What follows belongs to an exercise in optimizing a design on an open flow for small area and a short achievable clock period; a production flow would make more cautious choices.
Only simulation tests tie the RTL to the original design; equivalence was not proved.
Power figures rest on the tool's default switching activity, not on a simulated workload.

==> run.sh <==
#!/bin/bash
# synth_recipe.tcl (not shown) runs the flow's synth.tcl, then flattens the netlist and writes it again
# the make line also repeats each setting of config.mk as NAME=value (left out here)
make -C /OpenROAD-flow-scripts/flow DESIGN_CONFIG=/design/flow/config.mk WORK_HOME=/design/flow/orfs CLKGATE_MAP_FILE= SYNTH_SCRIPT=/design/flow/synth_recipe.tcl finish
==> config.mk <==
export PLATFORM = sky130hd
export DESIGN_NAME = l2_cache
export DESIGN_NICKNAME = l2_cache
export VERILOG_FILES = /design/flow/design.v
export SDC_FILE = /design/flow/constraint.sdc
export NUM_CORES = 4
export LEC_CHECK = 0
export CAP_MARGIN = 20
export CORE_MARGIN = 2
export CORE_UTILIZATION = 40
export SETUP_SLACK_MARGIN = 3.6
export SLEW_MARGIN = 20
export TNS_END_PERCENT = 5
==> constraint.sdc <==
create_clock -name core_clock -period 7.0 [get_ports {clock}]
set_input_delay 1.4000 -clock core_clock [delete_from_list [all_inputs] [get_ports {clock}]]
set_output_delay 1.4000 -clock core_clock [all_outputs]
set_load 0.01 [all_outputs]
==> design.v <==
package l2_pkg;
    typedef logic [16-1:0] addr_t;
    typedef logic [64-1:0] line_t;
    typedef logic [$clog2(16)-1:0] set_idx_t;
    typedef logic [16-$clog2(16)-1:0] tag_t;
    typedef logic [$clog2(4)-1:0] way_idx_t;
    typedef logic [$clog2(4)-1:0] age_t;       
    typedef logic [$clog2(4)-1:0] mshr_idx_t;
    typedef enum logic [1:0] {
        FILL_IDLE,
        FILL_READ,
        FILL_INSTALL
    } fill_state_t;
    typedef enum logic [1:0] {
        WB_IDLE,
        WB_SEND,
        WB_WAIT_RESP
    } wb_state_t;
endpackage
`timescale 1ns/1ps
module l2_way_slice (
    input  logic                  clock,
    input  logic                  reset,
    input  logic [16-1:0] rd_oh,
    output l2_pkg::tag_t          rd_tag,
    output logic                  rd_vld,
    output logic                  rd_drt,
    input  logic [16-1:0] la_oh,
    output l2_pkg::line_t         rd_data,
    input  logic                  wr_en,
    input  l2_pkg::line_t         wr_data,
    input  l2_pkg::tag_t          wr_tag,
    input  logic                  wr_dirty
);
    localparam int SETS = 16;
    l2_pkg::line_t   data_mem [SETS];
    l2_pkg::tag_t    tag_mem  [SETS];
    logic [SETS-1:0] valid_bits;
    logic [SETS-1:0] dirty_bits;
    always_comb begin
        rd_tag  = '0;
        rd_vld  = 1'b0;
        rd_drt  = 1'b0;
        rd_data = '0;
        for (int s = 0; s < SETS; s++) begin
            rd_tag  = rd_tag  | (tag_mem[s] & {(16-$clog2(16)){rd_oh[s]}});
            rd_vld  = rd_vld  | (valid_bits[s] & rd_oh[s]);
            rd_drt  = rd_drt  | (dirty_bits[s] & rd_oh[s]);
            rd_data = rd_data | (data_mem[s] & {64{la_oh[s]}});
        end
    end
    always_ff @(posedge clock) begin
        if (reset) begin
            valid_bits <= '0;
        end else begin
            for (int s = 0; s < SETS; s++)
                if (wr_en && la_oh[s]) valid_bits[s] <= 1'b1;
        end
    end
    always_ff @(posedge clock) begin
        for (int s = 0; s < SETS; s++)
            if (wr_en && la_oh[s]) begin
                data_mem[s]   <= wr_data;
                tag_mem[s]    <= wr_tag;
                dirty_bits[s] <= wr_dirty;
            end
    end
endmodule
`timescale 1ns/1ps
module l2_cache (
    input  logic          clock,
    input  logic          reset,
    input  logic          req_valid,
    input  logic          req_write,
    input  l2_pkg::addr_t req_addr,
    input  l2_pkg::line_t req_data,
    output logic          resp_valid,
    output l2_pkg::addr_t resp_addr,
    output l2_pkg::line_t resp_data,
    output logic          busy,
    output logic          ar_valid,
    input  logic          ar_ready,
    output l2_pkg::addr_t ar_addr,
    input  logic          r_valid,
    output logic          r_ready,
    input  l2_pkg::line_t r_data,
    output logic          aw_valid,
    input  logic          aw_ready,
    output l2_pkg::addr_t aw_addr,
    output logic          w_valid,
    input  logic          w_ready,
    output l2_pkg::line_t w_data,
    input  logic          b_valid,
    output logic          b_ready
);
    localparam int WAYS  = 4;
    localparam int SETS  = 16;
    localparam int SB    = $clog2(16);
    localparam int TB    = 16 - SB;
    localparam int NM    = 4;
    localparam int LB    = 64;
    logic          lk_valid, hold_valid, q_write;
    l2_pkg::addr_t q_addr;
    l2_pkg::line_t q_data;
    logic [1:0]    fill_state;           
    l2_pkg::line_t fill_line;
    logic [5:0]      lru [SETS];
    l2_pkg::addr_t   la;                 
    logic [SETS-1:0] la_oh;              
    logic [WAYS-1:0] rd_hit_w;           
    logic [1:0]      rd_victim;          
    logic [TB-1:0]   rd_vtag;            
    logic            rd_vdirty;          
    logic [NM-1:0] entry_valid, sent;
    l2_pkg::addr_t addrs [NM];
    logic [1:0]    free_idx, issue_idx, wait_idx;
    logic [1:0]    wb_state;             
    logic          busy_q, pend_q, rdy_q, arv_q;
    l2_pkg::addr_t ara_q;
    logic fill_busy, fill_read, fill_install, reissue, start, buffer_busy;
    assign fill_busy    = fill_state[0] | fill_state[1];
    assign fill_read    = fill_state[0];
    assign fill_install = fill_state[1];
    assign buffer_busy  = wb_state[0] | wb_state[1];
    assign b_ready      = wb_state[1];
    assign reissue      = hold_valid && !lk_valid && !pend_q && !fill_busy;
    assign start        = req_valid || reissue;
    assign busy         = busy_q;
    assign r_ready      = !req_valid && rdy_q;
    assign ar_valid     = arv_q;
    assign ar_addr      = ara_q;
    l2_pkg::addr_t head_addr;
    assign head_addr = addrs[wait_idx];
    l2_pkg::addr_t   rd_addr;
    logic [SETS-1:0] rd_oh;
    logic            rd_ld;
    assign rd_addr = fill_read ? head_addr : (hold_valid ? q_addr : req_addr);
    assign rd_ld   = !(lk_valid || fill_install);
    always_comb
        for (int s = 0; s < SETS; s++) rd_oh[s] = (rd_addr[SB-1:0] == SB'(s));
    logic [WAYS-1:0][TB-1:0] a_tag;
    logic [WAYS-1:0] a_vld, a_drt, a_hit;
    logic [5:0]      a_lru;
    logic [1:0]      a_victim;
    logic [TB-1:0]   a_vtag;
    logic            a_vdirty;
    always_comb begin
        a_lru = '0;
        for (int s = 0; s < SETS; s++) a_lru = a_lru | (lru[s] & {6{rd_oh[s]}});
        for (int w = 0; w < WAYS; w++)
            a_hit[w] = a_vld[w] && (a_tag[w] == rd_addr[16-1:SB]);
        a_victim = 2'd0;
        if ( a_lru[0] && !a_lru[3] && !a_lru[4]) a_victim = 2'd1;
        if ( a_lru[1] &&  a_lru[3] && !a_lru[5]) a_victim = 2'd2;
        if ( a_lru[2] &&  a_lru[4] &&  a_lru[5]) a_victim = 2'd3;
        a_vtag   = a_tag[a_victim];
        a_vdirty = a_vld[a_victim] && a_drt[a_victim];
    end
    logic [SB-1:0] set;
    logic [TB-1:0] ctag;
    assign set  = la[SB-1:0];
    assign ctag = la[16-1:SB];
    logic [1:0] hit_way, way_sel;
    logic       hit_any, need_wb;
    always_comb begin
        hit_way = 2'd0;
        for (int w = 0; w < WAYS; w++)
            if (rd_hit_w[w]) hit_way = 2'(w);
    end
    assign hit_any = |rd_hit_w;
    assign way_sel = hit_any ? hit_way : rd_victim;
    assign need_wb = !hit_any && rd_vdirty;
    logic [WAYS-1:0] way_oh;
    l2_pkg::line_t   rdata [WAYS];
    l2_pkg::line_t   sel_data;
    always_comb begin
        for (int w = 0; w < WAYS; w++)
            way_oh[w] = (way_sel == 2'(w));
        sel_data = '0;
        for (int w = 0; w < WAYS; w++)
            sel_data = sel_data | (rdata[w] & {LB{way_oh[w]}});
    end
    logic install, push, pop, wb_start, lk_done, to_hold, resp_fire, rd_hit;
    always_comb begin
        install   = 1'b0;
        push      = 1'b0;
        pop       = 1'b0;
        wb_start  = 1'b0;
        lk_done   = 1'b0;
        to_hold   = 1'b0;
        resp_fire = 1'b0;
        rd_hit    = 1'b0;
        if (fill_install) begin
            if (!(need_wb && buffer_busy)) begin
                install   = 1'b1;
                pop       = 1'b1;
                wb_start  = need_wb;
                resp_fire = 1'b1;
            end
        end else if (lk_valid) begin
            if (pend_q) begin
                to_hold = 1'b1;
                lk_done = 1'b1;
            end else if (q_write) begin
                if (!(need_wb && buffer_busy)) begin
                    install   = 1'b1;
                    wb_start  = need_wb;
                    resp_fire = 1'b1;
                    lk_done   = 1'b1;
                end
            end else if (hit_any) begin
                rd_hit    = 1'b1;
                resp_fire = 1'b1;
                lk_done   = 1'b1;
            end else if (!buffer_busy) begin
                push    = 1'b1;
                lk_done = 1'b1;
            end
        end
    end
    l2_pkg::line_t wr_data;
    assign wr_data = fill_busy ? fill_line : q_data;
    for (genvar w = 0; w < WAYS; w++) begin : g_way
        l2_way_slice u_way (
            .clock, .reset,
            .rd_oh,
            .rd_tag   (a_tag[w]),
            .rd_vld   (a_vld[w]),
            .rd_drt   (a_drt[w]),
            .la_oh,
            .rd_data  (rdata[w]),
            .wr_en    (install && way_oh[w]),
            .wr_data,
            .wr_tag   (ctag),
            .wr_dirty (!fill_busy)
        );
    end
    logic          lk_valid_n, hold_valid_n;
    logic [1:0]    fill_state_n;
    logic [NM-1:0] ev_n, sent_n, ev_kept;
    logic [1:0]    free_idx_n, issue_idx_n, wait_idx_n;
    l2_pkg::addr_t q_addr_n;
    logic          ar_fire, pend_n, full_n, empty_n;
    l2_pkg::addr_t addrs_n [NM];
    assign ar_fire = arv_q && ar_ready;
    assign q_addr_n = busy_q ? q_addr : req_addr;
    always_comb begin
        lk_valid_n   = start ? 1'b1 : (lk_done ? 1'b0 : lk_valid);
        hold_valid_n = to_hold ? 1'b1 : (reissue ? 1'b0 : hold_valid);
        fill_state_n = fill_state;
        case (fill_state)
            2'd0:    if (r_valid && r_ready) fill_state_n = 2'd1;
            2'd1:    fill_state_n = 2'd2;
            default: if (pop) fill_state_n = 2'd0;
        endcase
        ev_n    = entry_valid;
        sent_n  = sent;
        ev_kept = entry_valid;
        if (push) ev_n[free_idx] = 1'b1;
        if (ar_fire) sent_n[issue_idx] = 1'b1;
        if (pop) begin
            ev_n[wait_idx]    = 1'b0;
            sent_n[wait_idx]  = 1'b0;
            ev_kept[wait_idx] = 1'b0;
        end
        free_idx_n  = free_idx + 2'(push);
        issue_idx_n = issue_idx + 2'(ar_fire);
        wait_idx_n  = wait_idx + 2'(pop);
        for (int i = 0; i < NM; i++) addrs_n[i] = entry_valid[i] ? addrs[i] : q_addr;
        pend_n = 1'b0;
        for (int i = 0; i < NM; i++)
            if (ev_kept[i] && addrs[i] == q_addr_n) pend_n = 1'b1;
        full_n  = ev_n[free_idx_n];
        empty_n = !ev_n[wait_idx_n];
    end
    always_ff @(posedge clock) begin
        if (reset) begin
            lk_valid    <= 1'b0;
            hold_valid  <= 1'b0;
            fill_state  <= 2'd0;
            resp_valid  <= 1'b0;
            entry_valid <= '0;
            sent        <= '0;
            free_idx    <= '0;
            issue_idx   <= '0;
            wait_idx    <= '0;
            wb_state    <= 2'd0;
            aw_valid    <= 1'b0;
            w_valid     <= 1'b0;
            busy_q      <= 1'b0;
            pend_q      <= 1'b0;
            rdy_q       <= 1'b0;
            arv_q       <= 1'b0;
            for (int s = 0; s < SETS; s++) lru[s] <= '0;
        end else begin
            resp_valid  <= resp_fire;
            lk_valid    <= lk_valid_n;
            hold_valid  <= hold_valid_n;
            fill_state  <= fill_state_n;
            entry_valid <= ev_n;
            sent        <= sent_n;
            free_idx    <= free_idx_n;
            issue_idx   <= issue_idx_n;
            wait_idx    <= wait_idx_n;
            busy_q <= lk_valid_n || hold_valid_n || full_n || (fill_state_n != 2'd0);
            pend_q <= pend_n;
            rdy_q  <= (fill_state_n == 2'd0) && !lk_valid_n && !empty_n &&
                      !(hold_valid_n && !pend_n);
            arv_q  <= ev_n[issue_idx_n] && !sent_n[issue_idx_n];
            case (wb_state)
                2'd0: begin
                    if (wb_start) begin
                        wb_state <= 2'd1;
                        aw_valid <= 1'b1;
                        w_valid  <= 1'b1;
                    end
                end
                2'd1: begin
                    if (aw_ready) aw_valid <= 1'b0;
                    if (w_ready) w_valid <= 1'b0;
                    if ((!aw_valid || aw_ready) && (!w_valid || w_ready)) wb_state <= 2'd2;
                end
                default: begin
                    if (b_valid) wb_state <= 2'd0;
                end
            endcase
            for (int s = 0; s < SETS; s++) begin
                if (resp_fire && la_oh[s]) begin
                    case (way_sel)
                        2'd0: lru[s][2:0] <= 3'b111;
                        2'd1: begin
                            lru[s][0]   <= 1'b0;
                            lru[s][4:3] <= 2'b11;
                        end
                        2'd2: begin
                            lru[s][1] <= 1'b0;
                            lru[s][3] <= 1'b0;
                            lru[s][5] <= 1'b1;
                        end
                        default: begin
                            lru[s][2] <= 1'b0;
                            lru[s][4] <= 1'b0;
                            lru[s][5] <= 1'b0;
                        end
                    endcase
                end
            end
        end
    end
    always_ff @(posedge clock) begin
        q_addr <= q_addr_n;
        if (!busy_q) begin
            q_write <= req_write;
            q_data  <= req_data;
        end
        if (!fill_busy) fill_line <= r_data;
        if (rd_ld) begin
            la        <= rd_addr;
            la_oh     <= rd_oh;
            rd_hit_w  <= a_hit;
            rd_victim <= a_victim;
            rd_vtag   <= a_vtag;
            rd_vdirty <= a_vdirty;
        end
        resp_addr <= la;
        resp_data <= rd_hit ? sel_data : wr_data;
        for (int i = 0; i < NM; i++) addrs[i] <= addrs_n[i];
        ara_q <= addrs_n[issue_idx_n];
        if (!buffer_busy) begin
            aw_addr <= {rd_vtag, set};
            w_data  <= sel_data;
        end
    end
endmodule
==> summary.md, run 1 <==
* Final Net Count: 12460
* end point of the critical path: rd_hit_w[1]
* number of max-cap violations: 0
* Placed Cells: 18110
* class of the most critical setup path: reg2reg
* Max rail drop VDD: 0.2634 mV
* die footprint: 0.5137 mm^2
* EDFF count, synth: 5188
* wire per inst: 41.90 um
* power density of the placed cells: 303.1 mW/mm^2
* Num CTS Buffers: 552
* routed length on met1: 290600 um
* register-to-register path setup slack: 2.74 ns
* clock slew seen by the registers of the worst setup and hold paths: 0.06 ns
* Setup Skew: 0.04654 ns
* via count: 131800
* final critical-path required period: 4.255 ns
* area added between synthesis and finish: 18.27%
* flip-flop and latch count after synthesis: 5551
* internal power contribution: 0.05551 W
* r2r endpoint: rd_hit_w[1]
* Clock Sinks: 5551
* top layer in use: met5
* Critical Path Source: wait_idx[1]
* number of failing setup endpoints in the final timing report: 0
* pin count of the biggest net entering global routing: 113
* Final Max Tran Viols: 0
* post-detailed-placement half-perimeter wirelength: 408000 um
* horizontal die dimension: 716.7 um
* number of cells on the worst reg-to-reg path: 13
* switching share of power: 23.78%
* number of DRC markers in iteration 0: 26150
* Vert. Die Dim: 716.7 um
* IO buf count: 335
* number of antenna violations at the first check in global routing: 67
* FF-to-FF Start: wait_idx[1]
* sequential-to-total area share from yosys stat: 80.25%
* Clock Path Buffers: 4
* relative slew slack: 13.52%
* number of global-route vias before repair: 123300
* number of hold buffers added after CTS: 0
* wirelength, routed: 816500 um
* wire length of the first global-routing pass: 1077000 um
* non-filler cells, final: 19490
* synthesized netlist cell count: 11380
* unique cell type count in the Yosys netlist: 91
* fraction of final layout cells with drive strength greater than 1: 17.10%
* f_max: 235.0 MHz
* detailed-router iteration count before antenna repair: 9
* leakage component of the power: 76.34 nW
* sum of met3 wire segment lengths after detailed routing: 120900 um
* DRC viols: 0
* Antenna Nets Post-Route: 0
* final setup TNS: 0 ns
* Top-Level Pins: 336
* kind of start point of the critical path: flop
* fin util: 47.54%
* clock tree root buffer cell: sky130_fd_sc_hd__clkbuf_16
* RSZ-0062 raised after global routing: true
* worst-path fanout max: 8
* final cycle utilization of the critical path: 60.79%
* Clock Power Share: 40.6%
* worst min path class: reg2reg
* count of standard-cell rows: 261
* vias per inst: 6.762
* yosys synthesis warning count: 11
* fillers: 41850
* total grt overflow: 0
* proportion of synthesized flip-flops having asynchronous set or reset: 0%
* clock latency reported for the late side of the worst-skew pair: 1.11 ns
* slew at the pin with the worst max-slew slack: 1.297 ns
* worst hold start: la[2]
* dominant cells by area after synthesis: sky130_fd_sc_hd__edfxtp_1 (77%), sky130_fd_sc_hd__a22oi_1 (4.8%), sky130_fd_sc_hd__dfxtp_1 (3.6%)
* mean instance size in the synthesized netlist: 17.86 um^2
* cell type contributing the most total cell area after synthesis: sky130_fd_sc_hd__edfxtp_1
* Synth Net Count: 11540
* initial cell density of the core: 40.19%
* sequential fraction of design power: 51.2%
* TritonCTS clock tree: yes
* standard cell core area: 0.5055 mm^2
* Net Sw Power: 0.01732 W
* CP required: 7.94 ns
* most frequently used flop master after synthesis: sky130_fd_sc_hd__edfxtp_1
* total count of hold-check failures in the final report: 0
* combined global-route utilization of all metal layers: 30.61%
* wire length on met2: 358100 um
* capturing element type of the critical path: flop
* result of the run: no timing/DRC/antenna violations
* endpoint arrival time on the critical path: 5.20 ns
* area fraction of the dominant cell type after synthesis: 76.67%
* power share of the combinational group: 8.2%
* routability-driven placement congestion ratio: 0.9538
* netlist area before placement: 0.2032 mm^2
* H-tree level count: 6
-- synthesized netlist by cell type (13+ instances only) --
cell type,instances
sky130_fd_sc_hd__a2111oi_0,13
sky130_fd_sc_hd__a211oi_1,16
sky130_fd_sc_hd__a21oi_1,122
sky130_fd_sc_hd__a221o_1,22
sky130_fd_sc_hd__a221oi_1,487
sky130_fd_sc_hd__a222oi_1,22
sky130_fd_sc_hd__a22o_1,494
sky130_fd_sc_hd__a22oi_1,1294
sky130_fd_sc_hd__a311oi_1,37
sky130_fd_sc_hd__a31oi_1,49
sky130_fd_sc_hd__a32o_1,24
sky130_fd_sc_hd__a32oi_1,45
sky130_fd_sc_hd__and2_1,14
sky130_fd_sc_hd__and3_1,101
sky130_fd_sc_hd__and4_1,16
sky130_fd_sc_hd__buf_1,134
sky130_fd_sc_hd__buf_2,41
sky130_fd_sc_hd__clkbuf_1,574
sky130_fd_sc_hd__dfxtp_1,363
sky130_fd_sc_hd__edfxtp_1,5188
sky130_fd_sc_hd__inv_1,59
sky130_fd_sc_hd__mux2_2,255
sky130_fd_sc_hd__mux2i_1,97
sky130_fd_sc_hd__mux4_2,35
sky130_fd_sc_hd__nand2_1,201
sky130_fd_sc_hd__nand3_1,426
sky130_fd_sc_hd__nand4_1,252
sky130_fd_sc_hd__nor2_1,222
sky130_fd_sc_hd__nor3_1,46
sky130_fd_sc_hd__nor4_1,32
sky130_fd_sc_hd__o2111ai_1,16
sky130_fd_sc_hd__o211ai_1,16
sky130_fd_sc_hd__o21ai_0,269
sky130_fd_sc_hd__o221ai_1,17
sky130_fd_sc_hd__o22ai_1,26
sky130_fd_sc_hd__or2_2,23
sky130_fd_sc_hd__xnor2_1,84
sky130_fd_sc_hd__xor2_1,26
-- cell type report --
class / count / area (um^2) / share of cell area [%]
multi-input combinational: 5045 / 38860 / 16.17
antenna: 40 / 100.1 / 0.04165
tap: 6706 / 8391 / 3.491
inverter: 60 / 236.5 / 0.09840
sequential: 5551 / 163100 / 67.86
timing repair buffer: 1086 / 11920 / 4.961
clock buffer: 713 / 15080 / 6.275
clock inverter: 286 / 2646 / 1.101
-- how the worst min path moves through the flow --
stage,endpoint,cells past startpoint
floorplan,resp_addr[0],0
global placement,resp_addr[2],0
detailed placement,resp_addr[2],0
CTS,resp_addr[2],0
global route,resp_addr[2],0
finish,resp_addr[2],0
-- state kept, by name, summed over array words and instances (netlist names), 64 cells and up --
signal	flops
g_way.u_way.valid_bits	64
fill_line	64
w_data	64
resp_data	64
g_way.u_way.dirty_bits	64
g_way.u_way.tag_mem	768
g_way.u_way.data_mem	4096
q_data	64
addrs	64
lru	96
-- power groups by stage --
stage          sequential, W  combinational (W)  clock (W)
2_1_floorplan         0.0380            0.00235          0
3_3_place_gp          0.0380            0.00525          0
3_5_place_dp          0.0380            0.00533          0
4_1_cts               0.0373            0.00566     0.0296
5_1_grt               0.0373            0.00607     0.0309
6_report              0.0373            0.00599     0.0295
-- what timing repair did --
| action | 4_1_cts | 5_1_grt |
|---|---|---|
| cloned | 59 | 11 |
| pin swaps | 101 | 78 |
| setup buffers | 172 | 92 |
| endpoints found under the setup margin | 5266 | 3253 |
| resized for setup | 293 | 122 |
-- placed cells by master, fill, tap and decap left out, types with 90 or more instances in the layout --
cell type                         instances
sky130_fd_sc_hd__a221oi_1               476
sky130_fd_sc_hd__o21ai_0                254
sky130_fd_sc_hd__clkinv_1               103
sky130_fd_sc_hd__a22oi_1               1282
sky130_fd_sc_hd__nand4_1                252
sky130_fd_sc_hd__clkbuf_1               120
sky130_fd_sc_hd__dfxtp_1                352
sky130_fd_sc_hd__buf_12                 152
sky130_fd_sc_hd__nand3_1                419
sky130_fd_sc_hd__buf_4                  489
sky130_fd_sc_hd__clkdlybuf4s50_1        327
sky130_fd_sc_hd__edfxtp_1              5188
sky130_fd_sc_hd__mux2_2                 236
sky130_fd_sc_hd__clkinv_2                90
sky130_fd_sc_hd__nor2_1                 212
sky130_fd_sc_hd__a21oi_1                116
sky130_fd_sc_hd__clkbuf_16              578
sky130_fd_sc_hd__nand2_1                197
sky130_fd_sc_hd__mux2i_1                 91
sky130_fd_sc_hd__a22o_1                 493
-- per-layer routing --
metal / vias to the layer above / GRT usage [%]
met4: 44 / 14.36
met2: 12150 / 46.04
li1: 49500 / -
met3: 2461 / 9.038
met1: 67620 / 40.97
met5: - / 0
-- worst max-delay path, cell delays in order, from the launching register on --
cell and delay [ns]:
sky130_fd_sc_hd__dfxtp_4 0.44, sky130_fd_sc_hd__buf_6 0.14, sky130_fd_sc_hd__mux2_4 0.33, sky130_fd_sc_hd__buf_4 0.15, sky130_fd_sc_hd__or3_1 0.44, sky130_fd_sc_hd__a31oi_2 0.64
sky130_fd_sc_hd__buf_6 0.27, sky130_fd_sc_hd__buf_12 0.15, sky130_fd_sc_hd__nand2_1 0.06, sky130_fd_sc_hd__a21o_1 0.23, sky130_fd_sc_hd__a31o_2 0.28, sky130_fd_sc_hd__a2111oi_4 0.57
sky130_fd_sc_hd__buf_4 0.22, sky130_fd_sc_hd__and4_1 0.18
-- cells by family after synthesis --
family	count (synthesis)	synth area share (%)
flip-flops	5551	80.25
AO/OA/AOI/OAI	3074	11.66
AND/OR/NAND/NOR	1422	3.668
buffers and inverters	828	1.623
multiplexers	388	2.286
XOR/XNOR	110	0.4741
adder cells (fa/ha/maj)	7	0.04310
-- stage by stage --
stage | power, W | setup WS [ns] | cell area (um^2) | hold WS, ns
finish | 0.07283 | 2.745 | 240300 | 0.3743
global route | 0.07430 | 2.751 | 240200 | 0.3815
CTS | 0.07257 | 2.918 | 238700 | 0.3742
detailed placement | 0.04333 | 0.7750 | 217300 | 0.3610
global placement | 0.04325 | -0.1614 | 217200 | 0.3503
floorplan | 0.04037 | 2.445 | 203400 | 0.3435
==> run 2, diff against run 1 <==
--- a/design.v
+++ b/design.v
@@ -30,3 +30,4 @@
     input  logic                  wr_en,
-    input  l2_pkg::line_t         wr_data,
+    input  logic [16-1:0] dwr_en,
+    input  l2_pkg::line_t         dwr_data,
     input  l2_pkg::tag_t          wr_tag,
@@ -61,4 +62,5 @@
         for (int s = 0; s < SETS; s++)
+            if (dwr_en[s]) data_mem[s] <= dwr_data;
+        for (int s = 0; s < SETS; s++)
             if (wr_en && la_oh[s]) begin
-                data_mem[s]   <= wr_data;
                 tag_mem[s]    <= wr_tag;
@@ -111,3 +113,3 @@
     logic [1:0]      rd_victim;          
-    logic [TB-1:0]   rd_vtag;            
+    logic [WAYS-1:0][TB-1:0] rd_tag;     
     logic            rd_vdirty;          
@@ -136,6 +138,12 @@
     logic            rd_ld;
-    assign rd_addr = fill_read ? head_addr : (hold_valid ? q_addr : req_addr);
+    l2_pkg::addr_t   alt_addr;
+    logic [SETS-1:0] alt_oh, req_oh;
+    logic            use_alt;
+    assign use_alt = fill_read || hold_valid;
+    assign rd_addr = use_alt ? alt_addr : req_addr;
     assign rd_ld   = !(lk_valid || fill_install);
-    always_comb
-        for (int s = 0; s < SETS; s++) rd_oh[s] = (rd_addr[SB-1:0] == SB'(s));
+    always_comb begin
+        for (int s = 0; s < SETS; s++) req_oh[s] = (req_addr[SB-1:0] == SB'(s));
+        rd_oh = use_alt ? alt_oh : req_oh;
+    end
     logic [WAYS-1:0][TB-1:0] a_tag;
@@ -144,3 +152,2 @@
     logic [1:0]      a_victim;
-    logic [TB-1:0]   a_vtag;
     logic            a_vdirty;
@@ -155,3 +162,2 @@
         if ( a_lru[2] &&  a_lru[4] &&  a_lru[5]) a_victim = 2'd3;
-        a_vtag   = a_tag[a_victim];
         a_vdirty = a_vld[a_victim] && a_drt[a_victim];
@@ -175,2 +181,3 @@
     l2_pkg::line_t   sel_data;
+    logic [TB-1:0]   sel_tag;
     always_comb begin
@@ -179,4 +186,7 @@
         sel_data = '0;
-        for (int w = 0; w < WAYS; w++)
-            sel_data = sel_data | (rdata[w] & {LB{way_oh[w]}});
+        sel_tag  = '0;
+        for (int w = 0; w < WAYS; w++) begin
+            sel_data = sel_data | (rdata[w]  & {LB{way_oh[w]}});
+            sel_tag  = sel_tag  | (rd_tag[w] & {TB{way_oh[w]}});
+        end
     end
@@ -222,2 +232,3 @@
     assign wr_data = fill_busy ? fill_line : q_data;
+    logic [WAYS-1:0][SETS-1:0] dwr_q;
     for (genvar w = 0; w < WAYS; w++) begin : g_way
@@ -232,3 +243,4 @@
             .wr_en    (install && way_oh[w]),
-            .wr_data,
+            .dwr_en   (dwr_q[w]),
+            .dwr_data (resp_data),
             .wr_tag   (ctag),
@@ -361,5 +373,10 @@
             rd_victim <= a_victim;
-            rd_vtag   <= a_vtag;
+            rd_tag    <= a_tag;
             rd_vdirty <= a_vdirty;
         end
+        for (int w = 0; w < WAYS; w++)
+            dwr_q[w] <= (install && way_oh[w]) ? la_oh : '0;
+        alt_addr <= (fill_state_n == 2'd1) ? head_addr : q_addr_n;
+        for (int s = 0; s < SETS; s++)
+            alt_oh[s] <= (((fill_state_n == 2'd1) ? head_addr[SB-1:0] : q_addr_n[SB-1:0]) == SB'(s));
         resp_addr <= la;
@@ -369,3 +386,3 @@
         if (!buffer_busy) begin
-            aw_addr <= {rd_vtag, set};
+            aw_addr <= {sel_tag, set};
             w_data  <= sel_data;
--- a/config.mk
+++ b/config.mk
@@ -10,4 +10,6 @@
 export CORE_UTILIZATION = 40
+export CTS_CLUSTER_DIAMETER = 80
+export CTS_CLUSTER_SIZE = 30
 export SETUP_SLACK_MARGIN = 3.6
 export SLEW_MARGIN = 20
-export TNS_END_PERCENT = 5
+export TNS_END_PERCENT = 30
==> run 2 against run 1 <==
Against the previous run: still clean on timing, DRC and antenna; maximum frequency grew 21%; power is 12% lower; clock skew rose by 0.10 ns; count of clock-buffer cells in the layout decreased by 379; register-to-register slack better by 0.77 ns; via count rose by 0.81%; synthesized cell count is 6.0% higher; routed wire length fell by 3.7%; clock power fell by 32%; worst hold slack better by 0.10 ns; die area is 2.9% higher; largest power group unchanged.
==> summary.md, run 2 <==
* clock latency reported for the late side of the worst-skew pair: 1.08 ns
* wirelength, routed: 786200 um
* capturing element type of the critical path: flop
* total count of hold-check failures in the final report: 0
* number of DRC markers in iteration 0: 25440
* yosys synthesis warning count: 11
* worst min path class: reg2reg
* Synth Net Count: 12230
* proportion of synthesized flip-flops having asynchronous set or reset: 0%
* most common cell after layout, fill and taps aside: sky130_fd_sc_hd__edfxtp_1
* wire length of the first global-routing pass: 1051000 um
* final setup TNS: 0 ns
* share of synthesized area spent on multiplexers: 1.451%
* unique cell type count in the Yosys netlist: 90
* Net Sw Power: 0.01609 W
* FF-to-FF Start: la_oh[12]
* RSZ-0062 raised after global routing: true
* standard cell core area: 0.5209 mm^2
* fraction of final layout cells with drive strength greater than 1: 12.67%
* most common cell type on the critical path: sky130_fd_sc_hd__nand4_1
* top library cells by usage in the layout, fill and taps aside: sky130_fd_sc_hd__edfxtp_1 (5224), sky130_fd_sc_hd__a22oi_1 (1489), sky130_fd_sc_hd__a22o_1 (630)
* leakage component of the power: 74.01 nW
* power density of the placed cells: 271.9 mW/mm^2
* Clock Power Share: 31.2%
* sequential fraction of design power: 59.8%
* r2r endpoint: resp_data[51]
* mean instance size in the synthesized netlist: 17.33 um^2
* Worst path max stage delay: 0.93 ns
* post-synthesis share of cell area spent on full adders, half adders and majority gates: 0.04189%
* flip-flop and latch count after synthesis: 5683
* Num CTS Buffers: 272
* via count: 132800
* Hold Path Depth: 0
* most instantiated library cell after synthesis: sky130_fd_sc_hd__edfxtp_1
* family with the most delay on the worst path: compound AO/OA/AOI/OAI gates
* endpoint arrival time on the critical path: 4.33 ns
* Final Max Tran Viols: 0
* total non-filler cell area in the finished layout: 0.2359 mm^2
* slew at the pin with the worst max-slew slack: 1.255 ns
* DRC viols: 0
* most frequently used flop master after synthesis: sky130_fd_sc_hd__edfxtp_1
* clock tree root buffer cell: sky130_fd_sc_hd__clkbuf_16
* Antenna Nets Post-Route: 0
* slowest stage cell on the critical path: sky130_fd_sc_hd__a222oi_1
* number of hold buffers added after CTS: 0
* initial cell density of the core: 40.14%
* dominant combinational cell family by area after synthesis: compound AO/OA/AOI/OAI gates
* power share of the combinational group: 9.0%
* register-to-register path setup slack: 3.51 ns
* final critical-path required period: 3.505 ns
* area added between synthesis and finish: 12.82%
* worst-path fanout max: 49
* detailed-router iteration count before antenna repair: 13
* dominant cells by area after synthesis: sky130_fd_sc_hd__edfxtp_1 (75%), sky130_fd_sc_hd__a22oi_1 (5.4%), sky130_fd_sc_hd__dfxtp_1 (4.4%)
* class of the most critical setup path: in2reg
* count of standard-cell rows: 265
* result of the run: no timing/DRC/antenna violations
* final cycle utilization of the critical path: 50.07%
* kind of start point of the critical path: input pin
* buffers and inverters on the worst path: 2
* pin count of the biggest net entering global routing: 116
* largest register by flop count: g_way.u_way.data_mem
* number of global-route vias before repair: 122700
* wire per inst: 40.02 um
* sequential-to-total area share from yosys stat: 79.43%
* cell type contributing the most total cell area after synthesis: sky130_fd_sc_hd__edfxtp_1
* critical path depth in cells: 9
* fraction of the mapped netlist area in compound gates: 12.71%
* switching share of power: 25.09%
* simple logic cell fraction of the synthesized area: 4.224%
* internal power contribution: 0.04804 W
* die footprint: 0.5285 mm^2
* clock slew seen by the registers of the worst setup and hold paths: 0.10 ns
* CP required: 7.83 ns
* Final Net Count: 12650
* TritonCTS clock tree: yes
* horizontal die dimension: 727.0 um
* Max rail drop VDD: 0.2094 mV
* area fraction of the dominant cell type after synthesis: 75.03%
* Vert. Die Dim: 727.0 um
* registers with the highest flip-flop counts: g_way.u_way.data_mem x4096, g_way.u_way.tag_mem x768, lru x96
* fillers: 44280
* worst hold margin: 0.4756 ns
* Setup Skew: 0.1488 ns
* relative slew slack: 16.35%
* number of max-cap violations: 0
* Top-Level Pins: 336
* EDFF count, synth: 5224
* routability-driven placement congestion ratio: 0.9640
* multi-input gate area in the final layout: 0.04020 mm^2
* Cell Area, Placed: 0.2220 mm^2
* f_max: 285.3 MHz
* Largest register FFs: 4096
* end point of the critical path: rd_hit_w[1]
* netlist area before placement: 0.2091 mm^2
* total grt overflow: 0
* number of cells on the worst reg-to-reg path: 8
* combined global-route utilization of all metal layers: 28.55%
* post-synthesis xor/xnor area fraction: 0.4189%
* top cells by count, synth: sky130_fd_sc_hd__edfxtp_1 (5224), sky130_fd_sc_hd__a22oi_1 (1492), sky130_fd_sc_hd__a22o_1 (638)
* cell chain of the critical path: buf_12, and2_4, buf_4, a21o_4, a222oi_1, nand4_1, xnor2_1, nand4_1, nor4_1
* vias per inst: 6.762
* number of failing setup endpoints in the final timing report: 0
* IO buf count: 335
* synthesized netlist cell count: 12070
* Critical Path Source: req_addr[1]
* area occupied by registers: 0.1665 mm^2
* H-tree level count: 5
* Clock Sinks: 5683
* post-detailed-placement half-perimeter wirelength: 408200 um
* number of antenna violations at the first check in global routing: 42
* Clock Path Buffers: 4
[run 2: cell types whose count changed in the layout (fill, tap and decap cells not counted), sizes merged, moves of 46 or more]
| cell | before | now |
|---|---|---|
| clkbuf | 717 | 348 |
| clkdlybuf4s50 | 327 | 271 |
| buf | 742 | 692 |
| a22o | 494 | 638 |
| nor2 | 228 | 287 |
| nand4 | 252 | 299 |
| and3 | 143 | 210 |
| nand2 | 201 | 247 |
| a221oi | 487 | 602 |
| a21oi | 123 | 193 |
| clkinv | 211 | 53 |
| a22oi | 1295 | 1493 |
| mux2 | 256 | 76 |
| dfxtp | 363 | 459 |
[run 2: cell families (layout without fill, tap and decap cells)]
group,Yosys count,after routing
mux,241,241
buf+inv,915,1530
flops,5683,5683
other cells,0,11
compound gates,3447,3447
simple gates,1672,1683
xor+xnor,100,100
fa+ha+maj,7,7
[run 2: per-layer routing]
metal	track usage, %	wire length (um)	part of all wire [%]
met1	39.14	289600	37
met2	42.98	342100	44
met3	7.661	111100	14
met4	12.22	43270	5.5
met5	0.1179	244	0.031
[run 2: worst register-to-register path, cell delays in order (launching register included)]
cell                       delay (ns)
sky130_fd_sc_hd__edfxtp_1        0.65
sky130_fd_sc_hd__buf_8           0.27
sky130_fd_sc_hd__buf_4           0.37
sky130_fd_sc_hd__a221oi_1        0.45
sky130_fd_sc_hd__nand3_1         0.11
sky130_fd_sc_hd__o21ai_0         0.38
sky130_fd_sc_hd__nand4_1         0.63
sky130_fd_sc_hd__nor2_1          0.27
sky130_fd_sc_hd__a21oi_1         0.11
[run 2: power groups by stage]
stage | clock (W) | sequential, W | combinational, W
floorplan | 0 | 0.0394 | 0.00200
global placement | 0 | 0.0392 | 0.00489
detailed placement | 0 | 0.0393 | 0.00494
CTS | 0.0201 | 0.0384 | 0.00541
global route | 0.0212 | 0.0384 | 0.00589
finish | 0.0200 | 0.0384 | 0.00575
[run 2: through the flow]
step | std cells | util (%) | setup slack (ns) | total power, W
5_1_grt | 19640 | 45.28 | 3.484 | 0.06544
3_3_place_gp | 18870 | 42.58 | 1.411 | 0.04414
3_5_place_dp | 18880 | 42.62 | 1.333 | 0.04420
2_1_floorplan | 12070 | - | 2.531 | 0.04144
4_1_cts | 19540 | 45.01 | 3.274 | 0.06388
6_report | 19640 | 45.28 | 3.495 | 0.06413
[run 2: layout make-up]
cell class | count | share of cell area [%]
Tap cell | 6942 | 3.682
Clock inverter | 144 | 0.8721
Timing Repair Buffer | 1005 | 4.636
Inverter | 47 | 0.07692
Sequential cell | 5683 | 70.58
Antenna cell | 11 | 0.01167
Multi-Input combinational cell | 5478 | 17.05
Clock buffer | 334 | 3.100
[run 2: how the worst min path moves through the flow]
stage,start,end
final,la[5],resp_addr[5]
after global routing,la[5],resp_addr[5]
after CTS,la[5],resp_addr[5]
after detailed placement,la[5],resp_addr[5]
after global placement,g_way[1].u_way.valid_bits[5],g_way[1].u_way.valid_bits[5]
after floorplan,la[0],resp_addr[0]
[run 2: repair_timing]
item | CTS | global route
buffers inserted | 153 | 84
gates resized for setup | 520 | 99
gates cloned | 22 | 9
pin swaps | 37 | 34
setup endpoints to repair | 1262 | 350
==> run 3, diff against run 2 <==
--- a/design.v
+++ b/design.v
@@ -112,3 +112,3 @@
     logic [WAYS-1:0] rd_hit_w;           
-    logic [1:0]      rd_victim;          
+    logic [WAYS-1:0] rd_voh;             
     logic [WAYS-1:0][TB-1:0] rd_tag;     
@@ -152,2 +152,3 @@
     logic [1:0]      a_victim;
+    logic [WAYS-1:0] a_voh;
     logic            a_vdirty;
@@ -163,2 +164,3 @@
         a_vdirty = a_vld[a_victim] && a_drt[a_victim];
+        for (int w = 0; w < WAYS; w++) a_voh[w] = (a_victim == 2'(w));
     end
@@ -168,13 +170,9 @@
     assign ctag = la[16-1:SB];
-    logic [1:0] hit_way, way_sel;
-    logic       hit_any, need_wb;
-    always_comb begin
-        hit_way = 2'd0;
-        for (int w = 0; w < WAYS; w++)
-            if (rd_hit_w[w]) hit_way = 2'(w);
-    end
+    logic [WAYS-1:0] way_oh;
+    logic            hit_any, need_wb;
     assign hit_any = |rd_hit_w;
-    assign way_sel = hit_any ? hit_way : rd_victim;
     assign need_wb = !hit_any && rd_vdirty;
-    logic [WAYS-1:0] way_oh;
+    always_comb
+        for (int w = 0; w < WAYS; w++)
+            way_oh[w] = (rd_hit_w[w] && !(|(rd_hit_w >> (w + 1)))) || (!hit_any && rd_voh[w]);
     l2_pkg::line_t   rdata [WAYS];
@@ -183,4 +181,2 @@
     always_comb begin
-        for (int w = 0; w < WAYS; w++)
-            way_oh[w] = (way_sel == 2'(w));
         sel_data = '0;
@@ -340,19 +336,17 @@
                 if (resp_fire && la_oh[s]) begin
-                    case (way_sel)
-                        2'd0: lru[s][2:0] <= 3'b111;
-                        2'd1: begin
-                            lru[s][0]   <= 1'b0;
-                            lru[s][4:3] <= 2'b11;
-                        end
-                        2'd2: begin
-                            lru[s][1] <= 1'b0;
-                            lru[s][3] <= 1'b0;
-                            lru[s][5] <= 1'b1;
-                        end
-                        default: begin
-                            lru[s][2] <= 1'b0;
-                            lru[s][4] <= 1'b0;
-                            lru[s][5] <= 1'b0;
-                        end
-                    endcase
+                    if (way_oh[0]) lru[s][2:0] <= 3'b111;
+                    if (way_oh[1]) begin
+                        lru[s][0]   <= 1'b0;
+                        lru[s][4:3] <= 2'b11;
+                    end
+                    if (way_oh[2]) begin
+                        lru[s][1] <= 1'b0;
+                        lru[s][3] <= 1'b0;
+                        lru[s][5] <= 1'b1;
+                    end
+                    if (way_oh[3]) begin
+                        lru[s][2] <= 1'b0;
+                        lru[s][4] <= 1'b0;
+                        lru[s][5] <= 1'b0;
+                    end
                 end
@@ -372,3 +366,3 @@
             rd_hit_w  <= a_hit;
-            rd_victim <= a_victim;
+            rd_voh    <= a_voh;
             rd_tag    <= a_tag;
==> run 3 against run 2 <==
Against the previous run: still clean; final cell count down 0.91%; non-clock buffer count shrank 35; routed wire length fell by 0.71%; clock power hardly changed; register-to-register slack worse by 0.12 ns; maximum frequency down 3.0%; clock skew shrank 0.026 ns; first-iteration DRC count decreased by 8.4%; critical path type is now reg2reg; critical endpoint is now aw_addr[8]; largest power group unchanged.
==> summary.md, run 3 <==
* result of the run: no timing/DRC/antenna violations
* IO buf count: 335
* register-to-register path setup slack: 3.39 ns
* slew at the pin with the worst max-slew slack: 1.306 ns
* fin util: 45.16%
* top library cells by usage in the layout, fill and taps aside: sky130_fd_sc_hd__edfxtp_1 (5226), sky130_fd_sc_hd__a22oi_1 (1289), sky130_fd_sc_hd__a221oi_1 (738)
* GRT met2 Usage: 43.39%
* fillers: 44510
* worst-path fanout max: 85
* kind of start point of the critical path: flop
* number of global-route vias before repair: 121800
* most instantiated library cell after synthesis: sky130_fd_sc_hd__edfxtp_1
* number of antenna violations at the first check in global routing: 26
* registers with the highest flip-flop counts: g_way.u_way.data_mem x4096, g_way.u_way.tag_mem x768, lru x96
* Synth Net Count: 12040
* count of standard-cell rows: 265
* Setup Skew: 0.1224 ns
* capturing element type of the critical path: flop
* area added between synthesis and finish: 12.55%
* proportion of synthesized flip-flops having asynchronous set or reset: 0%
* final setup TNS: 0 ns
* dominant cells by area after synthesis: sky130_fd_sc_hd__edfxtp_1 (75%), sky130_fd_sc_hd__a22oi_1 (4.7%), sky130_fd_sc_hd__dfxtp_1 (4.4%)
* number of failing setup endpoints in the final timing report: 0
* worst hold endpoint: resp_addr[6]
* cell type contributing the most total cell area after synthesis: sky130_fd_sc_hd__edfxtp_1
* Top-Level Pins: 336
* die footprint: 0.5280 mm^2
* area fraction of the dominant cell type after synthesis: 75.12%
* top cells by count, synth: sky130_fd_sc_hd__edfxtp_1 (5226), sky130_fd_sc_hd__a22oi_1 (1295), sky130_fd_sc_hd__a221oi_1 (738)
* DRC viols: 0
* vias per inst: 6.732
* CP required: 7.66 ns
* min setup slack post-route: 3.388 ns
* TritonCTS clock tree: yes
* Hold Path Depth: 0
* setup slack after placement: 1.448 ns
* Largest register FFs: 4096
* Vert. Die Dim: 726.7 um
* Clock Path Buffers: 4
* relative slew slack: 12.96%
* netlist area before placement: 0.2089 mm^2
* Num CTS Buffers: 272
* standard cell core area: 0.5206 mm^2
* met3 track demand over resource: 6.319%
* horizontal die dimension: 726.7 um
* flip-flop and latch count after synthesis: 5685
* fraction of final layout cells with drive strength greater than 1: 12.59%
* final cycle utilization of the critical path: 51.60%
* routability-driven placement congestion ratio: 0.9622
* wirelength, routed: 780600 um
* leakage component of the power: 73.45 nW
* class of the most critical setup path: reg2reg
* number of cells on the worst reg-to-reg path: 7
* Net Sw Power: 0.01646 W
* Antenna Nets Post-Route: 0
* f_max: 276.8 MHz
* wire length of the first global-routing pass: 1046000 um
* Clock Sinks: 5685
* most common cell after layout, fill and taps aside: sky130_fd_sc_hd__edfxtp_1
* number of hold buffers added after CTS: 0
* Max rail drop VDD: 0.2215 mV
* r2r endpoint: aw_addr[8]
* via count: 131100
* FF-to-FF Start: rd_hit_w[2]
* Final Net Count: 12470
* worst hold start: la[6]
* total count of hold-check failures in the final report: 0
* clock tree root buffer cell: sky130_fd_sc_hd__clkbuf_16
* grt peak-use layer: met2
* sequential fraction of design power: 59.7%
* clock slew seen by the registers of the worst setup and hold paths: 0.11 ns
* power density of the placed cells: 276.0 mW/mm^2
* sequential-to-total area share from yosys stat: 79.52%
* switching share of power: 25.36%
* power share of the combinational group: 9.6%
* yosys synthesis warning count: 11
* internal power contribution: 0.04844 W
* number of DRC markers in iteration 0: 23310
* clock latency reported for the late side of the worst-skew pair: 1.03 ns
* mean instance size in the synthesized netlist: 17.57 um^2
* pin count of the biggest net entering global routing: 91
* most frequently used flop master after synthesis: sky130_fd_sc_hd__edfxtp_1
* largest register by flop count: g_way.u_way.data_mem
* combined global-route utilization of all metal layers: 28.36%
* synthesized netlist cell count: 11890
* final critical-path required period: 3.612 ns
* H-tree level count: 5
* post-detailed-placement half-perimeter wirelength: 427400 um
* Clock Power Share: 30.7%
* unique cell type count in the Yosys netlist: 86
* worst hold margin: 0.3898 ns
* RSZ-0062 raised after global routing: true
* Final Max Tran Viols: 0
* total grt overflow: 0
* EDFF count, synth: 5226
* met1 track demand over resource: 38.89%
* detailed-router iteration count before antenna repair: 14
* worst min path class: reg2reg
* number of max-cap violations: 0
* endpoint arrival time on the critical path: 4.27 ns
* wire per inst: 40.10 um
* initial cell density of the core: 40.13%
-- run 3: metrics by stage --
| step | area, um^2 | power [W] | instances |
|---|---|---|---|
| finish | 235100 | 0.06490 | 19470 |
| global route | 235100 | 0.06629 | 19460 |
| CTS | 234000 | 0.06476 | 19380 |
| detailed placement | 222100 | 0.04516 | 18760 |
| global placement | 222000 | 0.04510 | 18750 |
| floorplan | 209000 | 0.04205 | 11890 |
-- run 3: how the worst max path moves through the flow --
stage	from	to	slack, ns	cells after the start
finish	rd_hit_w[2]	aw_addr[8]	3.39	7
global route	la_oh[6]	resp_data[1]	3.52	8
CTS	wb_state[1]	b_ready	3.33	1
detailed placement	req_addr[3]	rd_hit_w[1]	1.45	11
global placement	req_addr[3]	rd_vdirty	1.49	11
floorplan	req_addr[1]	rd_hit_w[0]	3.12	10
-- run 3: cell families (layout without fill, tap and decap cells) --
| group | after synthesis | count (layout) | synth area share, % |
|---|---|---|---|
| AOI/OAI and AO/OA | 3412 | 3415 | 12.94 |
| xor gates and xnor gates | 109 | 109 | 0.4570 |
| adders and majority gates | 3 | 3 | 0.01797 |
| buffers and inverters | 878 | 1493 | 1.665 |
| DFF | 5685 | 5685 | 79.52 |
| muxes | 234 | 234 | 1.430 |
| other | 0 | 13 | 0 |
| and+or+nand+nor | 1566 | 1572 | 3.969 |
-- run 3: critical path: stages, from the launching register on --
cell and delay, ns:
sky130_fd_sc_hd__edfxtp_1 0.68, sky130_fd_sc_hd__nor4_2 0.07, sky130_fd_sc_hd__buf_4 0.26, sky130_fd_sc_hd__nand2_1 0.18, sky130_fd_sc_hd__o21ai_4 0.08, sky130_fd_sc_hd__buf_12 0.21, sky130_fd_sc_hd__a222oi_1 1.19, sky130_fd_sc_hd__nand2_1 0.41
-- run 3: what timing repair did --
| action | CTS | global route |
|---|---|---|
| hold endpoints to repair | 0 | 0 |
| pin swaps | 20 | 16 |
| gates resized for setup | 432 | 78 |
| endpoints found under the setup margin | 1153 | 576 |
| gates cloned | 17 | 7 |
| buffers inserted | 124 | 67 |
-- run 3: area by class of cell --
class                      instances  area, um^2  area share, %
clock buffer                     336        7375          3.137
timing repair buffer             970       10200          4.338
multi-input combinational       5333       40140          17.07
inverter                          48       182.7        0.07770
tap                             6942        8686          3.694
antenna                           13       32.53        0.01384
sequential                      5685      166500          70.83
clock inverter                   139        1959         0.8334
-- run 3: layer usage --
layer  wire length, um  part of all wire [%]
met2            345900                    44
met4             44400                   5.7
met1            291500                    37
met5                43                0.0055
met3             98740                    13
-- run 3: power groups by stage --
| stage | clock network, W | registers (W) | logic (W) |
|---|---|---|---|
| 2_1_floorplan | 0 | 0.0398 | 0.00224 |
| 3_3_place_gp | 0 | 0.0397 | 0.00544 |
| 3_5_place_dp | 0 | 0.0397 | 0.00550 |
| 4_1_cts | 0.0201 | 0.0387 | 0.00597 |
| 5_1_grt | 0.0211 | 0.0388 | 0.00640 |
| 6_report | 0.0199 | 0.0387 | 0.00622 |

## re-timing with driven ports
The results above use ideal ports. As a check the final layouts listed here were re-extracted and re-timed, cells and wires unchanged. Step 1 assumes that a clkbuf_16 drives the clock port and a buf_2 every other input. Step 2 moves the port delays by t, midway between the first and last clock arrival at a register: inputs arrive t later, outputs are due t later. That takes back most of the time a late clock gives input paths. Three values: ideal ports, drivers, drivers and shift; two values: the first two.
run	shift t [ns]	setup WS [ns]	worst setup path at the end
run 1	1.210	2.745 / 2.745 / 1.657	input to register
run 2	1.132	3.495 / 3.388 / 2.361	input to register
run 3	1.111	3.388 / 3.388 / 2.349	input to register
After both steps setup and hold are still met in every run listed. The setup slack of run 2, which loses most, moves by -0.107 ns with the drivers and by -1.134 ns with both steps.
